This is an optimization exercise on Yosys and OpenROAD, whose aim is small area and a short achievable clock period, not a production implementation. The RTL was checked by simulation tests, not by an equivalence proof against the original design. No activity file was given, so power comes from the tool's default toggle rates.

## run 1
==> flow/design.v (excerpt) <==
module panel_fb_arbiter (
    input  logic       i_clock,
    input  logic       i_reset,
    input  logic       i_rd_req,
    input  logic [4:0] i_rd_row,
    input  logic [5:0] i_rd_col,
    output logic       o_rd_gnt,
    output logic       o_rd_valid,
    output logic [2:0] o_rd_data,
    input  logic       i_frame_end,
    input  logic       i_wr_valid,
    input  logic [5:0] i_wr_x,
    input  logic [4:0] i_wr_y,
    input  logic [2:0] i_wr_rgb,
    output logic       o_wr_ready,
    output logic       o_wr_err,
    input  logic       i_swap_req,
    output logic       o_swap_done,
    output logic       o_display_bank
);
    logic       r_pending;
    logic       r_display_bank;
    logic       r_swap_done;
    logic [1:0] r_starve_cnt;
    logic       r_host_wins;
    logic       r_rd_valid;
    logic [2:0] r_rd_data;
    logic       r_wr_err;
    logic       w_pending_next;
    logic [1:0] w_starve_next;
    logic       w_wr_ready;
    logic       w_rd_gnt;
    logic       w_wr_fire;
    logic       w_flip;
    logic       w_rd_oob;
    logic       w_wr_oob;
    logic       w_wr_store;
    logic [1023:0] w_we;
    logic [2:0] w_mem [0:1023];
    logic [2:0] w_rd_pix;
    assign w_wr_ready = r_host_wins || (!r_pending && !i_rd_req);
    assign w_rd_gnt   = i_rd_req && !(i_wr_valid && r_host_wins);
    assign w_wr_fire  = i_wr_valid && w_wr_ready;
    assign w_flip     = i_frame_end && (i_swap_req || r_pending);
    assign w_rd_oob   = i_rd_row[4] || i_rd_col[5];
    assign w_wr_oob   = i_wr_y[4] || i_wr_x[5];
    assign w_wr_store = w_wr_fire && !w_wr_oob;
    pfb_gnt u_rd_gnt_out (
        .rd_req(i_rd_req), .wr_valid(i_wr_valid), .host_wins(r_host_wins), .y(o_rd_gnt)
    );
    pfb_wready u_wr_ready_out (
        .rd_req(i_rd_req), .pending(r_pending), .host_wins(r_host_wins), .y(o_wr_ready)
    );
    assign o_rd_valid     = r_rd_valid;
    assign o_rd_data      = r_rd_data;
    assign o_wr_err       = r_wr_err;
    assign o_swap_done    = r_swap_done;
    assign o_display_bank = r_display_bank;
    always_ff @(posedge i_clock or posedge i_reset) begin
        if (i_reset) begin
            r_pending      <= 1'b0;
            r_display_bank <= 1'b0;
            r_swap_done    <= 1'b0;
        end else begin
            r_pending      <= w_pending_next;
  ...
Size in the first run: about 110,000 um2 of cells after synthesis.
export LEC_CHECK = 0
export CAP_MARGIN = 20
export CORE_MARGIN = 2
export CORE_UTILIZATION = 65
export CTS_CLUSTER_DIAMETER = 100
export CTS_CLUSTER_SIZE = 25
export PLACE_DENSITY = 0.72
export SETUP_SLACK_MARGIN = 2.3
export SLEW_MARGIN = 20
export SYNTH_HIERARCHICAL = 1
create_clock -name core_clock -period 5.0 [get_ports {i_clock}]
standard.sh (not shown) runs the stock make flow with config.mk's settings and CLKGATE_MAP_FILE= SYNTH_SCRIPT=/design/flow/synth_recipe.tcl, a recipe that flattens the netlist after the stock synthesis.
==> flow/flow/run.sh <==
#!/bin/bash
# Own flow: the standard layout (standard.sh, all steps to finish), with the port
# buffers that placement inserts on every input and output made buf_4 cells instead of
# the default pick (a delay buffer). Everything else is the standard flow.
# The make output goes to standard_flow.log here; ORFS keeps each step's log in orfs/logs.
set -euo pipefail
export BUFFER_PORTS_ARGS="-buffer_cell sky130_fd_sc_hd__buf_4"
bash standard.sh > standard_flow.log 2>&1
For run 2, these inputs were changed with respect to run 1:
Settings: CORE_UTILIZATION now 60, was 65; SETUP_SLACK_MARGIN now 2.0, was 2.3; PLACE_DENSITY no longer set, was 0.72.
==> results.txt <==
Run 1 reports its capturing element of the worst setup path as r_rd_data[0]$_DFFE_PP0N_ while run 2 reports r_rd_data[2]$_DFFE_PP0N_.
The path category of the worst min-delay check comes out in -> reg in one run and in -> async in the other, namely in run 2 and run 1 respectively.
Going from run 1 to run 2, area of all placed cells without fillers flat; design internal power about even; pre-CTS setup slack decreased 96 ps.
[compare] base=run 1 new=run 2: switching part of the total saw an increase, overall power after layout held steady.
Post-synthesis xor/xnor area fraction delta (run 1 -> run 2): insignificant
Via count of the first global-routing pass in run 2 vs run 1: down 1.4%
> inputs changed (run 2 -> run 3)
Settings: SETUP_SLACK_MARGIN now 2.2, was 2.0.
Run 3 completed every stage of the flow, and the final layout passed the timing, DRC and antenna checks.
Run 3: total buffers and inverters traversed by the critical path lower than run 2
Library cell contributing the largest single delay on the critical path: nor3_4 -> run 2, nor2_2 -> run 3
Delta(slew at the pin closest to its max-slew limit, run 3 - run 2) < 0
Compared with run 2, in run 3 maximum frequency roughly the same; headroom to the max-slew limit higher; pre-CTS worst setup slack roughly the same; period utilization higher.
Diff run 2 -> run 3 | first-pass GRT wire length | up slightly
Input-level comparison between run 4 and run 3:
Settings: an added PLACE_DENSITY of 0.7.
Notes after the runs:
Result: PASS for each of run 3 and run 4
Run 4 vs. run 3: tightest hold margin went down by 42 ps.
Higher global-route usage was reported by run 3, not run 4.
Between run 3 and run 4, the clock tree buffer count of the final layout is lower for run 4.

== trial 89 ==
Another version of the RTL of panel_fb_arbiter (not shown whole).
Size: ~6,300 cells after synthesis, about 3,100 flip-flops, roughly 40 I/O pins, about 0.11 mm^2 of cells after synthesis.
make LEC_CHECK=0 CAP_MARGIN=20 CORE_MARGIN=2 CORE_UTILIZATION=55 SETUP_SLACK_MARGIN=2.5 SLEW_MARGIN=20 SYNTH_HIERARCHICAL=1 finish   # period 5.0 ns
run.sh (not shown) runs the stock make flow with config.mk's settings and CLKGATE_MAP_FILE= SYNTH_SCRIPT=/design/flow/synth_recipe.tcl, a recipe that flattens the netlist after the stock synthesis.
Stock flow here: none of the scripts above is used.
Trial 89 completed; timing, DRC and antenna clean
### trial 89 -> trial 10
Settings: CTS_CLUSTER_SIZE now 25, previously not set; CTS_CLUSTER_DIAMETER now 100, previously not set; CORE_UTILIZATION now 60, was 55; SETUP_SLACK_MARGIN now 2.2, was 2.5.
[summary]
Lower sequential share of layout area was reported by trial 89, not trial 10. Reg-to-reg setup timing slack ends up lower on trial 10. [compare] base=trial 89 new=trial 10: number of setup violations in the final report about even, post-cts gate resize count fell 125. When trial 10 is measured against trial 89, its aggregate routed wire length turns out about 1.4% lower. Lower detailed-route vias per instance was reported by trial 89, not trial 10. Comparing hold slack for trial 10 and trial 89, the bigger number came from trial 89. In trial 10, the via count came out 0.91% below the value in trial 89. Trial 10 vs trial 89 — number of buffers created by CTS dropped by more than half. Against trial 89, final area in trial 10 came out better. Compared with trial 89, trial 10 shows met3 wire length higher by about 15%.

[static timing again, ports no longer ideal]
The results above use ideal ports. As a check the final layouts listed here were re-extracted and re-timed, cells and wires unchanged.
Step 1 (the two cells are an assumption about what drives the block):
set clk [get_ports {i_clock}]
set_driving_cell -lib_cell sky130_fd_sc_hd__clkbuf_16 $clk
set_driving_cell -lib_cell sky130_fd_sc_hd__buf_2 [delete_from_list [all_inputs] $clk]
Step 2 moves the port delays by t, midway between the first and last clock arrival at a register: inputs arrive t later, outputs are due t later. That takes back most of the time a late clock gives input paths.
Three values: no drivers, after step 1, after step 2; two values: the first two.
run	t (ns)	setup slack, ns	hold WS [ns]	pins driven straight from the clock port
run 1	0.934	1.707 / 1.746 / 0.812	0.243 / 0.165 / 0.630	1
run 2	0.922	1.769 / 1.767 / 0.845	0.323 / 0.261 / 0.621	1
run 3	0.918	1.761 / 1.725 / 0.807	0.327 / 0.264 / 0.625	1
run 4	0.935	1.863 / 1.857 / 0.922	0.285 / 0.216 / 0.566	1
trial 89	1.005	1.745 / 1.677 / 0.672	0.584 / 0.536 / 0.589	1
trial 10	0.945	1.572 / 1.627 / 0.682	0.565 / 0.514 / 0.565	1
After both steps every run listed still meets setup and hold. For trial 89, which loses most, drivers alone change the setup slack by -0.068 ns; drivers and shift together by -1.073 ns.
